This design comes from an exercise in tuning for small area, a short achievable clock period and few clock cycles per item on the open sky130 flow, not from production work.
The RTL was checked by simulation tests, not by an equivalence proof against the original design.

==> flow/design.v (excerpt) <==
module fixed_point_alu #(
  parameter int unsigned FRACTION_BITS = fap_pkg::FractionBitsDef
) (
  input  logic                       clk_i,
  input  logic                       rst_ni,
  input  logic                       in_valid_i,
  output logic                       in_ready_o,
  input  logic [fap_pkg::CmdW-1:0]   in_cmd_i,
  input  logic [fap_pkg::DataW-1:0]  in_operand_a_i,
  input  logic [fap_pkg::DataW-1:0]  in_operand_b_i,
  output logic                       out_valid_o,
  input  logic                       out_ready_i,
  output logic [fap_pkg::DataW-1:0]  out_result_o,
  output logic                       out_overflow_o,
  output logic                       out_divide_by_zero_o
);
For scale: ~1800 cells after synthesis, ~130 flip-flops, roughly 110 I/O pins, ~0.014 mm^2 of cells after synthesis.
clock: 12.0 ns
lec_check: 0
cap_margin: 20
core_margin: 2
core_utilization: 45
place_density: 0.6
slew_margin: 20
tns_end_percent: 10
standard.sh (not shown) runs the stock make flow with config.mk's settings and CLKGATE_MAP_FILE= SYNTH_SCRIPT=/design/flow/synth_recipe.tcl, a recipe that flattens the netlist after the stock synthesis.
==> flow/flow/run.sh <==
#!/bin/bash
set -euo pipefail
bash standard.sh SETUP_SLACK_MARGIN=7.5 "BUFFER_PORTS_ARGS=-buffer_cell sky130_fd_sc_hd__buf_2" finish > make_finish.log 2>&1
The first run produced a clean layout.
Testbench counts at the start, summed over its fixed seeds: cycles 104,734, items 16,000.
Then changed:
==> flow/run.sh (new file) <==
#!/bin/bash
# synth_recipe.tcl (not shown) runs the flow's synth.tcl, then flattens the netlist and writes it again
# the make line also repeats each setting of config.mk as NAME=value (left out here)
make -C /OpenROAD-flow-scripts/flow DESIGN_CONFIG=/design/flow/config.mk WORK_HOME=/design/flow/orfs CLKGATE_MAP_FILE= SYNTH_SCRIPT=/design/flow/synth_recipe.tcl finish
removed: flow/flow/run.sh
removed: flow/standard.sh
Outcome: The new run completed with no timing, DRC or antenna violations. First-iteration DRC count barely changes. Routed wire length fell by a few percent. Register-to-register slack gets worse by 0.77 ns. Worst setup slack is worse by 0.77 ns. Maximum frequency shrinks by about a fifth. Non-clock buffer count falls by 47. Synthesized area is unchanged. Design area came out lower slightly. Count of clock-buffer cells in the layout came out lower by 2.

---

job 7361:
Starting RTL as in the previous note.
Design fixed_point_alu, start of the top module:
module fixed_point_alu #(
  parameter int unsigned FRACTION_BITS = fap_pkg::FractionBitsDef
) (
  input  logic                       clk_i,
  input  logic                       rst_ni,
  input  logic                       in_valid_i,
  output logic                       in_ready_o,
  input  logic [fap_pkg::CmdW-1:0]   in_cmd_i,
  input  logic [fap_pkg::DataW-1:0]  in_operand_a_i,
  input  logic [fap_pkg::DataW-1:0]  in_operand_b_i,
  output logic                       out_valid_o,
  input  logic                       out_ready_i,
  output logic [fap_pkg::DataW-1:0]  out_result_o,
  output logic                       out_overflow_o,
  output logic                       out_divide_by_zero_o
);
==> flow/config.mk <==
export PLATFORM = sky130hd
export DESIGN_NAME = fixed_point_alu
export DESIGN_NICKNAME = fixed_point_alu
export VERILOG_FILES = /design/flow/design.v
export SDC_FILE = /design/flow/constraint.sdc
export NUM_CORES = 4
export LEC_CHECK = 0
export CAP_MARGIN = 20
export CORE_MARGIN = 2
export CORE_UTILIZATION = 45
export CTS_BUF_LIST = sky130_fd_sc_hd__clkbuf_8
export PLACE_DENSITY = 0.6
export SLEW_MARGIN = 20
export TNS_END_PERCENT = 10
==> flow/constraint.sdc <==
create_clock -name core_clock -period 12.0 [get_ports {clk_i}]
set_input_delay 2.4000 -clock core_clock [delete_from_list [all_inputs] [get_ports {clk_i}]]
set_output_delay 2.4000 -clock core_clock [all_outputs]
set_load 0.01 [all_outputs]
==> flow/flow/run.sh <==
#!/bin/bash
set -euo pipefail
bash standard.sh SETUP_SLACK_MARGIN=7.5 "BUFFER_PORTS_ARGS=-buffer_cell sky130_fd_sc_hd__buf_2" finish > make_finish.log 2>&1
Testbench counts of job 7361, summed over its fixed seeds: cycles 104,734, items 16,000.
Relative to job 7361, the following input files were edited for job 9387:
- CTS_BUF_LIST: sky130_fd_sc_hd__clkbuf_8 -> unset
- CELL_PAD_IN_SITES_DETAIL_PLACEMENT: unset -> 1
- CELL_PAD_IN_SITES_GLOBAL_PLACEMENT: unset -> 2
==> flow/flow/run.sh <==
#!/bin/bash
set -euo pipefail
bash standard.sh SETUP_SLACK_MARGIN=7.5 finish > make_finish.log 2>&1
### Flow results
Job 9387 went all the way through the flow, and no timing, DRC or antenna check failed. Looking at clock period minus final worst setup slack, job 9387 sits 200 ps above job 7361. Compared job 9387 against job 7361; final cell count within noise. Of the two values seen for cell with the largest stage delay on the worst path, sky130_fd_sc_hd__edfxtp_1 was produced by job 9387 and sky130_fd_sc_hd__or4_1 by job 7361. ~same synthesized cell count in job 7361 and job 9387. Relative to job 7361, the total of clock buffers placed in the layout of job 9387 is higher by 2. The fraction of met2 tracks used by global routing of job 9387 exceeds that of job 7361 by 6.8 points. met3 wire length for job 9387: about 2% down relative to job 7361. Between job 9387 and job 7361, the net count reported at finish figures differ only marginally. Going from job 7361 to job 9387, wire length reported by the detailed router grows by about 6.5%.
Modified inputs, job 7820 compared to job 9387
- removing CELL_PAD_IN_SITES_GLOBAL_PLACEMENT (formerly 2)
- removing CELL_PAD_IN_SITES_DETAIL_PLACEMENT (formerly 1)
Notes after the runs:
Delta (job 7820 minus job 9387): ratio of routed vias to standard cells went down, largest stage delay on the critical path did not really move, last weighted congestion value of the routability-driven placer did not really move, final critical-path share of the clock period went down.
Row pre-CTS worst setup slack: job 7820 higher / job 9387 lower
met1 capacity usage during global routing sits lower in job 7820 than in job 9387.

[re-timing with driven ports]
Ports are ideal in the flow. The routed layouts listed here were re-timed in OpenROAD. Step 1 assumes that a clkbuf_16 drives the clock port and a buf_2 every other input. Step 2 moves the port delays by t, midway between the first and last clock arrival at a register: inputs arrive t later, outputs are due t later. That takes back most of the time a late clock gives input paths. Three values: no drivers, after step 1, after step 2; two values: the first two.
run | t (ns) | setup WS [ns] | hold slack, ns | slew at the worst register clock pin (ns) | cell pins on the clock port's net
the first run of note 1 | 0.506 | 7.435 / 7.435 / 7.211 | 0.442 / 0.442 / 0.442 | 0.07 / 0.07 | 1
the second run of note 1 | 0.506 | 6.666 / 6.666 / 6.666 | 0.462 / 0.462 / 0.462 | 0.08 / 0.08 | 1
job 7361 | 0.546 | 7.377 / 7.377 / 6.933 | 0.446 / 0.446 / 0.446 | 0.10 / 0.10 | 1
job 9387 | 0.510 | 7.172 / 7.172 / 6.918 | 0.445 / 0.445 / 0.445 | 0.09 / 0.09 | 1
job 7820 | 0.506 | 7.358 / 7.358 / 6.977 | 0.447 / 0.447 / 0.447 | 0.07 / 0.07 | 1
After both steps every run listed still meets setup and hold. For job 7361, which loses most, drivers alone change the setup slack by 0.000 ns; drivers and shift together by -0.444 ns.
